This design comes from an exercise in tuning for small area, a short achievable clock period and few clock cycles on the open sky130 flow, not from production work.
Only simulation tests tie the RTL to the original design; equivalence was not proved.
Power figures rest on the tool's default switching activity, not on a simulated workload.

==> flow/design.v <==
package pps_pkg;
  localparam int MAX_NODES = 16;
  localparam int SLOT_W    = 4;
  localparam int CNT_W     = 5;
  localparam int TIME_W    = 32;
  localparam int RB_DEPTH  = 34;
  localparam int RB_AW     = 6;
  localparam int PADDR_W   = 3;
  localparam int REC_W     = 23;
  localparam logic [2:0] OP_REG  = 3'd0;
  localparam logic [2:0] OP_SHUT = 3'd1;
  localparam logic [2:0] OP_CUT  = 3'd2;
  localparam logic [2:0] OP_BOOT = 3'd3;
  localparam logic [2:0] OP_TICK = 3'd4;
  localparam logic [3:0] EV_REGD     = 4'd0;
  localparam logic [3:0] EV_DUP      = 4'd1;
  localparam logic [3:0] EV_FULL     = 4'd2;
  localparam logic [3:0] EV_REJ      = 4'd3;
  localparam logic [3:0] EV_SHUT     = 4'd4;
  localparam logic [3:0] EV_DN_START = 4'd5;
  localparam logic [3:0] EV_DN_DONE  = 4'd6;
  localparam logic [3:0] EV_CUT      = 4'd7;
  localparam logic [3:0] EV_OFF      = 4'd8;
  localparam logic [3:0] EV_BOOT     = 4'd9;
  localparam logic [3:0] EV_UP_START = 4'd10;
  localparam logic [3:0] EV_UP_DONE  = 4'd11;
  localparam logic [3:0] EV_ON       = 4'd12;
  localparam logic [1:0] MODE_ON   = 2'd0;
  localparam logic [1:0] MODE_DOWN = 2'd1;
  localparam logic [1:0] MODE_OFF  = 2'd2;
  localparam logic [1:0] MODE_BOOT = 2'd3;
  localparam logic [0:0] REG_BOOT_DELAY = 1'b0;
  typedef struct packed {
    logic [2:0]  op;
    logic [31:0] now;
    logic [15:0] node_id;
    logic [2:0]  priority_req;
    logic [31:0] batt_life;
    logic [15:0] fail_mask;
  } in_t;
  typedef struct packed {
    logic [3:0]  event_res;
    logic [15:0] node_id_res;
    logic        node_valid;
    logic [31:0] time_res;
    logic        clean;
    logic        forced;
    logic [31:0] detail_value;
    logic [1:0]  system_state;
    logic [15:0] graceful_count;
    logic [15:0] cutoff_count;
    logic        last;
  } out_t;
  typedef struct packed {
    logic [3:0]  ev;
    logic [15:0] id;
    logic        valid;
    logic        clean;
    logic        forced;
  } rec_t;
  typedef struct packed {
    logic             we;
    logic [RB_AW-1:0] waddr;
    rec_t             wdata;
    logic [RB_AW-1:0] raddr;
  } rb_ctl_t;
  typedef enum logic [2:0] {
    WK_SCHED = 3'd0,
    WK_BOOT  = 3'd1,
    WK_CUT   = 3'd2,
    WK_DOWN  = 3'd3,
    WK_UP    = 3'd4
  } walk_t;
  typedef enum logic [8:0] {
    ST_IDLE   = 9'b000000001,
    ST_DEC    = 9'b000000010,
    ST_SEARCH = 9'b000000100,
    ST_ADD    = 9'b000001000,
    ST_DIV    = 9'b000010000,
    ST_WALK   = 9'b000100000,
    ST_FIN    = 9'b001000000,
    ST_DRD    = 9'b010000000,
    ST_DWR    = 9'b100000000
  } state_t;
endpackage
import pps_pkg::*;
module pps_div (
  input  logic        clk,
  input  logic        rst_n,
  input  logic        start,
  input  logic [31:0] dividend,
  input  logic [3:0]  divisor,
  output logic        done,
  output logic [31:0] quotient
);
  logic [31:0] q_r, q_nxt;
  logic [3:0]  rem_r, rem_nxt;
  logic [3:0]  d_r, d_nxt;
  logic [4:0]  cnt_r, cnt_nxt;
  logic        busy_r, busy_nxt;
  logic        done_r, done_nxt;
  logic [4:0]  trial;
  logic        ge;
  always_comb begin
    trial    = {rem_r, q_r[31]};
    ge       = trial >= {1'b0, d_r};
    q_nxt    = q_r;
    rem_nxt  = rem_r;
    d_nxt    = d_r;
    cnt_nxt  = cnt_r;
    busy_nxt = busy_r;
    done_nxt = 1'b0;
    if (start) begin
      q_nxt    = dividend;
      rem_nxt  = '0;
      d_nxt    = divisor;
      cnt_nxt  = '0;
      busy_nxt = 1'b1;
    end else if (busy_r) begin
      rem_nxt = ge ? 4'(trial - {1'b0, d_r}) : trial[3:0];
      q_nxt   = {q_r[30:0], ge};
      cnt_nxt = 5'(cnt_r + 5'd1);
      if (cnt_r == 5'd31) begin
        busy_nxt = 1'b0;
        done_nxt = 1'b1;
      end
    end
  end
  always_ff @(posedge clk) begin
    q_r   <= q_nxt;
    rem_r <= rem_nxt;
    d_r   <= d_nxt;
    cnt_r <= cnt_nxt;
    if (!rst_n) begin
      busy_r <= 1'b0;
      done_r <= 1'b0;
    end else begin
      busy_r <= busy_nxt;
      done_r <= done_nxt;
    end
  end
  assign done     = done_r;
  assign quotient = q_r;
endmodule
import pps_pkg::*;
module pps_rbuf (
  input  logic            clk,
  input  pps_pkg::rb_ctl_t ctl,
  output pps_pkg::rec_t   rdata
);
  logic [pps_pkg::REC_W-1:0] mem [RB_DEPTH];
  logic [pps_pkg::REC_W-1:0] rdata_r;
  always_ff @(posedge clk) begin
    if (ctl.we) begin
      mem[ctl.waddr] <= ctl.wdata;
    end
    rdata_r <= mem[ctl.raddr];
  end
  assign rdata = rdata_r;
endmodule
import pps_pkg::*;
module priority_power_sequencer (
  input  logic                  clk,
  input  logic                  rst_n,
  input  logic                  in_valid,
  output logic                  in_stall,
  input  pps_pkg::in_t          in_data,
  output logic                  out_valid,
  input  logic                  out_stall,
  output pps_pkg::out_t         out_data,
  input  logic                  psel,
  input  logic                  penable,
  input  logic                  pwrite,
  input  logic [pps_pkg::PADDR_W-1:0] paddr,
  input  logic [31:0]           pwdata,
  output logic [31:0]           prdata,
  output logic                  pready
);
  pps_pkg::state_t state_r, state_nxt;
  logic [1:0]  mode_r, mode_nxt;
  logic [CNT_W-1:0] cnt_r, cnt_nxt;
  logic [7:0]  present_r, present_nxt;
  logic [31:0] start_r, start_nxt;
  logic [31:0] life_r, life_nxt;
  logic [15:0] grace_r, grace_nxt;
  logic [15:0] cut_r, cut_nxt;
  logic [31:0] delay_r;
  pps_pkg::in_t         req_r;
  logic [15:0] ids_r [MAX_NODES];
  logic [2:0]  pri_r [MAX_NODES];
  logic        on_r  [MAX_NODES];
  logic [31:0] due_r [MAX_NODES];
  pps_pkg::walk_t       wk_r, wk_nxt;
  logic [2:0]  p_r, p_nxt;
  logic [SLOT_W-1:0] s_r, s_nxt;
  logic        pend_r, pend_nxt;
  logic        all_r, all_nxt;
  logic        gfirst_r, gfirst_nxt;
  logic [35:0] acc_r, acc_nxt;
  logic [31:0] inc_r, inc_nxt;
  logic [RB_AW-1:0] nres_r, nres_nxt;
  logic [RB_AW-1:0] rd_r, rd_nxt;
  logic        out_valid_r, out_valid_nxt;
  pps_pkg::out_t        out_r, out_nxt;
  logic        add_we, due_we, on_we, on_wd;
  logic [31:0] due_wd;
  logic        div_start, div_done;
  logic [31:0] div_q;
  pps_pkg::rb_ctl_t     rb;
  logic                 rb_we;
  logic [RB_AW-1:0]     rb_waddr, rb_raddr;
  pps_pkg::rec_t        rb_wdata;
  pps_pkg::rec_t        rb_q;
  logic        asc, slot_hit, slot_end, p_end, out_free, time_due;
  logic [31:0] elapsed, acc_sat;
  pps_div u_div (
    .clk(clk), .rst_n(rst_n), .start(div_start), .dividend(req_r.batt_life),
    .divisor(4'($countones(present_r) + 1)), .done(div_done), .quotient(div_q)
  );
  assign rb = {rb_we, rb_waddr, rb_wdata, rb_raddr};
  pps_rbuf u_rbuf (.clk(clk), .ctl(rb), .rdata(rb_q));
  assign pready = 1'b1;
  assign prdata = (paddr[2] == REG_BOOT_DELAY) ? delay_r : 32'd0;
  always_ff @(posedge clk) begin
    if (!rst_n) begin
      delay_r <= 32'd1000;
    end else if (psel && penable && pwrite && paddr[2] == REG_BOOT_DELAY) begin
      delay_r <= pwdata;
    end
  end
  always_comb begin
    asc      = (wk_r == WK_SCHED) || (wk_r == WK_CUT) || (wk_r == WK_DOWN);
    slot_hit = pri_r[s_r] == p_r;
    slot_end = {1'b0, s_r} == 5'(cnt_r - 5'd1);
    p_end    = asc ? (p_r == 3'd7) : (p_r == 3'd0);
    out_free = !out_valid_r || !out_stall;
    time_due = req_r.now >= due_r[s_r];
    elapsed  = (req_r.now >= start_r) ? 32'(req_r.now - start_r) : 32'd0;
    acc_sat  = (acc_r[35:32] != 4'd0) ? 32'hFFFF_FFFF : acc_r[31:0];
  end
  always_comb begin
    state_nxt   = state_r;
    mode_nxt    = mode_r;
    cnt_nxt     = cnt_r;
    present_nxt = present_r;
    start_nxt   = start_r;
    life_nxt    = life_r;
    grace_nxt   = grace_r;
    cut_nxt     = cut_r;
    wk_nxt      = wk_r;
    p_nxt       = p_r;
    s_nxt       = s_r;
    pend_nxt    = pend_r;
    all_nxt     = all_r;
    gfirst_nxt  = gfirst_r;
    acc_nxt     = acc_r;
    inc_nxt     = inc_r;
    nres_nxt    = nres_r;
    rd_nxt      = rd_r;
    out_valid_nxt = out_valid_r && out_stall;
    out_nxt     = out_r;
    add_we      = 1'b0;
    due_we      = 1'b0;
    due_wd      = acc_sat;
    on_we       = 1'b0;
    on_wd       = 1'b0;
    div_start   = 1'b0;
    rb_we       = 1'b0;
    rb_waddr    = nres_r;
    rb_wdata    = '0;
    rb_raddr    = rd_r;
    unique case (state_r)
      ST_IDLE: begin
        if (in_valid) begin
          state_nxt = ST_DEC;
          nres_nxt  = '0;
          rd_nxt    = '0;
        end
      end
      ST_DEC: begin
        state_nxt  = ST_DRD;
        p_nxt      = 3'd0;
        s_nxt      = '0;
        pend_nxt   = 1'b0;
        gfirst_nxt = 1'b1;
        all_nxt    = 1'b1;
        acc_nxt    = {4'd0, req_r.now};
        rb_wdata.ev = EV_REJ;
        unique case (req_r.op)
          OP_REG: begin
            state_nxt = (cnt_r == '0) ? ST_ADD : ST_SEARCH;
          end
          OP_SHUT: begin
            rb_we = 1'b1;
            if (mode_r == MODE_ON) begin
              rb_wdata.ev = EV_SHUT;
              mode_nxt    = MODE_DOWN;
              start_nxt   = req_r.now;
              life_nxt    = req_r.batt_life;
              if (present_r != 8'd0) begin
                div_start = 1'b1;
                state_nxt = ST_DIV;
              end
            end
          end
          OP_CUT: begin
            if (mode_r == MODE_OFF) begin
              rb_we = 1'b1;
            end else begin
              wk_nxt    = WK_CUT;
              state_nxt = ST_WALK;
            end
          end
          OP_BOOT: begin
            rb_we = 1'b1;
            if (mode_r == MODE_OFF) begin
              rb_wdata.ev = EV_BOOT;
              mode_nxt    = MODE_BOOT;
              wk_nxt      = WK_BOOT;
              inc_nxt     = delay_r;
              p_nxt       = 3'd7;
              state_nxt   = ST_WALK;
            end
          end
          OP_TICK: begin
            if (mode_r == MODE_DOWN) begin
              wk_nxt    = (elapsed >= life_r) ? WK_CUT : WK_DOWN;
              state_nxt = ST_WALK;
            end else if (mode_r == MODE_BOOT) begin
              wk_nxt    = WK_UP;
              p_nxt     = 3'd7;
              state_nxt = ST_WALK;
            end else begin
              state_nxt = ST_IDLE;
            end
          end
          default: begin
            rb_we = 1'b1;
          end
        endcase
        if (rb_we) begin
          nres_nxt = 6'(nres_r + 6'd1);
        end
      end
      ST_SEARCH: begin
        if (ids_r[s_r] == req_r.node_id) begin
          rb_we       = 1'b1;
          rb_wdata.ev = EV_DUP;
          rb_wdata.id = req_r.node_id;
          rb_wdata.valid = 1'b1;
          nres_nxt    = 6'(nres_r + 6'd1);
          state_nxt   = ST_DRD;
        end else if (slot_end) begin
          state_nxt = ST_ADD;
        end else begin
          s_nxt = 4'(s_r + 4'd1);
        end
      end
      ST_ADD: begin
        rb_we          = 1'b1;
        rb_wdata.id    = req_r.node_id;
        rb_wdata.valid = 1'b1;
        nres_nxt       = 6'(nres_r + 6'd1);
        state_nxt      = ST_DRD;
        if (cnt_r[CNT_W-1]) begin
          rb_wdata.ev = EV_FULL;
        end else begin
          rb_wdata.ev = EV_REGD;
          add_we      = 1'b1;
          cnt_nxt     = 5'(cnt_r + 5'd1);
          present_nxt = present_r | (8'd1 << req_r.priority_req);
        end
      end
      ST_DIV: begin
        if (div_done) begin
          inc_nxt   = div_q;
          wk_nxt    = WK_SCHED;
          state_nxt = ST_WALK;
        end
      end
      ST_WALK: begin
        if (pend_r) begin
          rb_we          = 1'b1;
          rb_wdata.id    = ids_r[s_r];
          rb_wdata.valid = 1'b1;
          nres_nxt       = 6'(nres_r + 6'd1);
          pend_nxt       = 1'b0;
          if (wk_r == WK_DOWN) begin
            rb_wdata.ev    = EV_DN_DONE;
            rb_wdata.clean = !req_r.fail_mask[s_r];
          end else begin
            rb_wdata.ev = EV_UP_DONE;
          end
        end else if (!present_r[p_r]) begin
        end else if (gfirst_r) begin
          gfirst_nxt = 1'b0;
          acc_nxt    = 36'(acc_r + {4'd0, inc_r});
        end else if (slot_hit) begin
          unique case (wk_r)
            WK_SCHED, WK_BOOT: begin
              due_we = 1'b1;
            end
            WK_CUT: begin
              if (on_r[s_r]) begin
                on_we          = 1'b1;
                rb_we          = 1'b1;
                rb_wdata.ev    = EV_CUT;
                rb_wdata.id    = ids_r[s_r];
                rb_wdata.valid = 1'b1;
                nres_nxt       = 6'(nres_r + 6'd1);
                if (cut_r != 16'hFFFF) cut_nxt = 16'(cut_r + 16'd1);
              end
            end
            WK_DOWN: begin
              if (on_r[s_r] && time_due) begin
                on_we          = 1'b1;
                rb_we          = 1'b1;
                rb_wdata.ev    = EV_DN_START;
                rb_wdata.id    = ids_r[s_r];
                rb_wdata.valid = 1'b1;
                nres_nxt       = 6'(nres_r + 6'd1);
                pend_nxt       = 1'b1;
                if (grace_r != 16'hFFFF) grace_nxt = 16'(grace_r + 16'd1);
              end else if (on_r[s_r]) begin
                all_nxt = 1'b0;
              end
            end
            default: begin
              if (!on_r[s_r] && time_due) begin
                on_we          = 1'b1;
                on_wd          = 1'b1;
                rb_we          = 1'b1;
                rb_wdata.ev    = EV_UP_START;
                rb_wdata.id    = ids_r[s_r];
                rb_wdata.valid = 1'b1;
                nres_nxt       = 6'(nres_r + 6'd1);
                pend_nxt       = 1'b1;
              end else if (!on_r[s_r]) begin
                all_nxt = 1'b0;
              end
            end
          endcase
        end
        if (!pend_nxt && !(present_r[p_r] && gfirst_r && !pend_r)) begin
          if (!present_r[p_r] || slot_end) begin
            s_nxt      = '0;
            gfirst_nxt = 1'b1;
            if (p_end) begin
              state_nxt = ST_FIN;
            end else begin
              p_nxt = asc ? 3'(p_r + 3'd1) : 3'(p_r - 3'd1);
            end
          end else begin
            s_nxt = 4'(s_r + 4'd1);
          end
        end
      end
      ST_FIN: begin
        state_nxt = (nres_r == '0) ? ST_IDLE : ST_DRD;
        if (wk_r == WK_CUT || (wk_r == WK_DOWN && all_r)) begin
          rb_we          = 1'b1;
          rb_wdata.ev    = EV_OFF;
          rb_wdata.forced = wk_r == WK_CUT;
          nres_nxt       = 6'(nres_r + 6'd1);
          mode_nxt       = MODE_OFF;
          state_nxt      = ST_DRD;
        end else if (wk_r == WK_UP && all_r) begin
          rb_we       = 1'b1;
          rb_wdata.ev = EV_ON;
          nres_nxt    = 6'(nres_r + 6'd1);
          mode_nxt    = MODE_ON;
          state_nxt   = ST_DRD;
        end
      end
      ST_DRD: begin
        state_nxt = ST_DWR;
      end
      ST_DWR: begin
        if (out_free) begin
          out_valid_nxt          = 1'b1;
          out_nxt.event_res      = rb_q.ev;
          out_nxt.node_id_res    = rb_q.id;
          out_nxt.node_valid     = rb_q.valid;
          out_nxt.time_res       = req_r.now;
          out_nxt.clean          = rb_q.clean;
          out_nxt.forced         = rb_q.forced;
          out_nxt.detail_value   = (rb_q.ev == EV_SHUT) ? req_r.batt_life : 32'd0;
          out_nxt.system_state   = mode_r;
          out_nxt.graceful_count = grace_r;
          out_nxt.cutoff_count   = cut_r;
          out_nxt.last           = 6'(rd_r + 6'd1) == nres_r;
          rd_nxt                 = 6'(rd_r + 6'd1);
          state_nxt              = out_nxt.last ? ST_IDLE : ST_DRD;
        end
      end
      default: begin
        state_nxt = ST_IDLE;
      end
    endcase
  end
  always_ff @(posedge clk) begin
    if (state_r == ST_IDLE && in_valid) begin
      req_r <= in_data;
    end
    if (add_we) begin
      ids_r[cnt_r[SLOT_W-1:0]] <= req_r.node_id;
      pri_r[cnt_r[SLOT_W-1:0]] <= req_r.priority_req;
      on_r[cnt_r[SLOT_W-1:0]]  <= mode_r == MODE_ON;
      due_r[cnt_r[SLOT_W-1:0]] <= 32'd0;
    end
    if (due_we) begin
      due_r[s_r] <= due_wd;
    end
    if (on_we) begin
      on_r[s_r] <= on_wd;
    end
    wk_r     <= wk_nxt;
    p_r      <= p_nxt;
    s_r      <= s_nxt;
    pend_r   <= pend_nxt;
    all_r    <= all_nxt;
    gfirst_r <= gfirst_nxt;
    acc_r    <= acc_nxt;
    inc_r    <= inc_nxt;
    nres_r   <= nres_nxt;
    rd_r     <= rd_nxt;
    out_r    <= out_nxt;
    if (!rst_n) begin
      state_r     <= ST_IDLE;
      mode_r      <= MODE_ON;
      cnt_r       <= '0;
      present_r   <= '0;
      start_r     <= '0;
      life_r      <= '0;
      grace_r     <= '0;
      cut_r       <= '0;
      out_valid_r <= 1'b0;
    end else begin
      state_r     <= state_nxt;
      mode_r      <= mode_nxt;
      cnt_r       <= cnt_nxt;
      present_r   <= present_nxt;
      start_r     <= start_nxt;
      life_r      <= life_nxt;
      grace_r     <= grace_nxt;
      cut_r       <= cut_nxt;
      out_valid_r <= out_valid_nxt;
    end
  end
  assign in_stall  = state_r != ST_IDLE;
  assign out_valid = out_valid_r;
  assign out_data  = out_r;
endmodule
==> flow/run.sh <==
#!/bin/bash
# synth_recipe.tcl (not shown) runs the flow's synth.tcl, then flattens the netlist and writes it again
# the make line also repeats each setting of config.mk as NAME=value (left out here)
make -C /OpenROAD-flow-scripts/flow DESIGN_CONFIG=/design/flow/config.mk WORK_HOME=/design/flow/orfs CLKGATE_MAP_FILE= SYNTH_SCRIPT=/design/flow/synth_recipe.tcl finish
==> flow/config.mk <==
export PLATFORM = sky130hd
export DESIGN_NAME = priority_power_sequencer
export DESIGN_NICKNAME = priority_power_sequencer
export VERILOG_FILES = /design/flow/design.v
export SDC_FILE = /design/flow/constraint.sdc
export NUM_CORES = 4
export LEC_CHECK = 0
export CAP_MARGIN = 20
export CORE_MARGIN = 2
export CORE_UTILIZATION = 40
export SLEW_MARGIN = 20
==> flow/constraint.sdc <==
create_clock -name core_clock -period 8.0 [get_ports {clk}]
set_input_delay 1.6000 -clock core_clock [delete_from_list [all_inputs] [get_ports {clk}]]
set_output_delay 1.6000 -clock core_clock [all_outputs]
set_load 0.01 [all_outputs]
==> flow_summary_export.csv <==
group,metric,value,unit
logic_synthesis,ys.flop_type,"edfxtp_1",
drt,wl_per_cell,26.3,um
floorplan,dieHeight,473,um
final_layout,fillers,18400,
final_layout,final_cell_count_no_fill,8651,
drt,final_antenna_net_count,0,
global_route,grt_max_degree,115,
drt,num_vias,48100,
floorplan,initial_core_util,40.2,%
placement,gp_congestion,0.887,
timing,finalMaxSlewViolations,0,
timing,finalSetupTns,0,ns
logic_synthesis,async_reset_ff_share,0,%
placement,place_hpwl,141000,um
floorplan,dieArea,224000,sq um
timing,tightest_slew,1.11,ns
logic_synthesis,syn_nets,5450,
power,p_leak,30.7,nW
power,finalPower,27.7,mW
global_route,grt_pass1_vias,47700,
worst_hold_path,hold_path.startpoint,"u_rbuf.rdata_r[7]",
drt,first_iter_violations,4701,
final_layout,final_util,46.9,%
logic_synthesis,ys_ff_latch,2158,
drt,wl,227000,um
logic_synthesis,syn_inst,5150,
clock_tree,path_clk_slew,0.06,ns
placement,io_buffer_count,297,
logic_synthesis,synth.distinct_cells,77,
power,peakVddDrop,0.000253,V
logic_synthesis,yosysWarnings,3,
drt,first_pass_iters,6,
clock_tree,cts_sinks,2158,
outcome,status,"no timing/DRC/antenna violations",
floorplan,core.rowCount,172,
floorplan,core_area,219000,sq um
final_layout,final_area,103000,sq um
worst_setup_path,endpoint_kind,"flip-flop",
final_layout,nets,5878,
global_route,grt_first_pass_wirelength,328000,um
worst_hold_path,min_path_type,"reg2reg",
flow_run,maxCapViolCount,0,
clock_tree,post_cts_buffers,0,
power,p_per_area,269,nW/um^2
worst_setup_path,path_class,"reg2reg",
global_route,antenna_found_initial,9,
clock_tree,holdBufCountCts,0,
floorplan,die_w,473,um
drt,drc,0,
placement,numPlacedInstances,8229,
timing,fmax,0.152,GHz
worst_setup_path,worstSetupStartpointType,"flip-flop",
clock_tree,cts_resized,0,
timing,min_period_over_period,82.4,%
timing,rsz0062_at_grt,"false",
worst_setup_path,cp.required,8.59,ns
clock_tree,clock-root-buffer,"clkbuf_16",
global_route,grt_overflow,0,
timing,skew,0.0705,ns
timing,setup_viol,0,
timing,max_slew_margin,26.1,%
worst_setup_path,crit_fanout,61,
drt,vias_per_cell,5.56,
worst_setup_path,cp.arrival,7.18,ns
logic_synthesis,syn-mean-instance-area,17.1,sq um
worst_setup_path,reg2reg_setup_slack,1.41,ns
timing,layout_min_cycle_time,6.59,ns
logic_synthesis,synth-edff-count,1967,
logic_synthesis,syn_area,88200,sq um
clock_tree,clk_latency,0.89,ns
global_route,grt_use_total,20.0,%
logic_synthesis,seq_area_frac_synth,71.3,%
floorplan,io_pins,301,
clock_tree,cts_buffer_depth,3,
placement,dpl-instance-area,95500,sq um
final_layout,drive_above_1_share,19.0,%
timing,hold_viol_final,0,
final_layout,area_growth,16.7,%
clock_tree,numCtsBuffers,218,
clock_tree,tritoncts,"done",
clock_tree,htreeDepth,4,
## routing by layer
layer | up-vias | global-route usage [%] | wire (um)
li1 | 21000 | - | -
met1 | 25200 | 28.4 | 99300
met2 | 1518 | 32.3 | 109000
met3 | 302 | 2.68 | 12600
met4 | 4 | 5.96 | 6110
met5 | - | 0 | 23
## cell usage in the layout, fill, tap and decap left out, types with 144 or more instances in the layout
cell	count
edfxtp_1	1967
nand2_1	528
mux4_2	464
clkdlybuf4s50_1	297
a21oi_1	237
clkbuf_16	219
dfxtp_1	187
inv_1	166
nor2_1	154
ha_1	148
buf_4	144
## flip-flops by register name, indices dropped and copies added, names as in the netlist, 23 cells and up, named ones only
name / cells
u_rbuf.mem: 782
due_r: 512
ids_r: 256
out_r: 122
req_r: 102
pri_r: 48
acc_r: 36
delay_r: 32
inc_r: 32
life_r: 32
start_r: 32
u_div.q_r: 32
u_rbuf.rdata_r: 23
## worst paths after layout
| path | end | cells past startpoint |
|---|---|---|
| hold / removal | out_r[106] | 0 |
| setup / recovery | u_rbuf.mem[10][3] | 15 |
| hold reg to reg | out_r[106] | 0 |
| setup reg to reg | u_rbuf.mem[10][3] | 15 |
## metrics by stage
step | worst slack (ns) | hold slack [ns]
after CTS | 1.32 | 0.402
after global routing | 1.10 | 0.407
after floorplan | 0.00981 | 0.386
after detailed placement | 1.31 | 0.389
after global placement | 1.31 | 0.391
final | 1.41 | 0.403
## report_power, final
part	internal [mW]	switching [mW]
Sequential	12.7	0.519
Combinational	1.67	2.32
Clock	6.01	4.46
Total	20.4	7.30
## Yosys cell counts (36+ instances only)
library cell	count	area, sq um
nand2_1	529	1990
o21a_1	44	330
nand3_1	57	285
xor2_1	51	447
and2_1	41	257
nor2_1	208	781
ha_1	148	1850
a21oi_1	247	1240
clkbuf_1	176	661
buf_1	36	135
xnor2_1	76	666
nor2b_1	83	519
a211oi_1	37	278
mux4_2	464	10500
edfxtp_1	1967	59100
dfxtp_1	191	3820
a21o_1	50	375
inv_1	167	627
mux2i_1	82	821
o21ai_0	102	510
## logic make-up after synthesis
kind of cell	Yosys count	synth area share [%]
DFF	2158	71.3
and+or+nand+nor	1108	5.79
AOI/OAI and AO/OA	621	4.42
muxes	567	13.1
buffers and inverters	412	1.85
adders and majority gates	156	2.28
xor gates and xnor gates	127	1.26
other	1	0.00425
## critical path, cell delays in order (launching register included)
cell and delay [ns]:
dfxtp_4 1.00, buf_4 0.50, mux4_2 0.38, mux4_2 0.48
ha_1 0.28, nand2b_1 0.09, a21oi_1 0.06, o21ai_0 0.33
nand3_1 0.14, a41oi_1 0.82, o21bai_1 0.29, a21oi_1 0.30
o21a_1 0.39, o311ai_2 0.32, nor2_2 0.64, buf_12 0.24
## cell type report
class / instances / area (sq um) / area share [%]
clock buffer: 267 / 5810 / 5.65
sequential: 2158 / 62900 / 61.1
antenna: 8 / 20.0 / 0.0195
clock inverter: 147 / 1630 / 1.58
inverter: 170 / 644 / 0.626
timing repair buffer: 450 / 4230 / 4.11
multi-input combinational: 2580 / 24100 / 23.4
tap: 2871 / 3590 / 3.49
Testbench counts, summed over its fixed seeds: cycles 165,940.

re-timing with driven ports:
The results above use ideal ports. As a check the final layout listed here was re-extracted and re-timed, cells and wires unchanged. Step 1 (the two cells are an assumption about what drives the block):
set clk [get_ports {clk}]
set_driving_cell -lib_cell sky130_fd_sc_hd__clkbuf_16 $clk
set_driving_cell -lib_cell sky130_fd_sc_hd__buf_2 [delete_from_list [all_inputs] $clk]
Step 2 adds t to the input delays and takes it off the output delays; t is the mean of the earliest and latest rising clock arrival at the registers after step 1. Input paths then give back, and output paths get back, about the clock's delay inside the block. Three values: ideal ports, drivers, drivers and shift; two values: the first two.
shift t [ns]: 0.945
setup slack, ns: 1.406 / 1.406 / 1.406
latest minus earliest clock arrival (ns): 0.075 / 0.075
worst slew at a driven data input, ns: 0.14
cell pins on the clock port's net: 1
After both steps setup and hold are still met in this run. For this run, drivers alone change the setup slack by 0.000 ns; drivers and shift together by 0.000 ns.
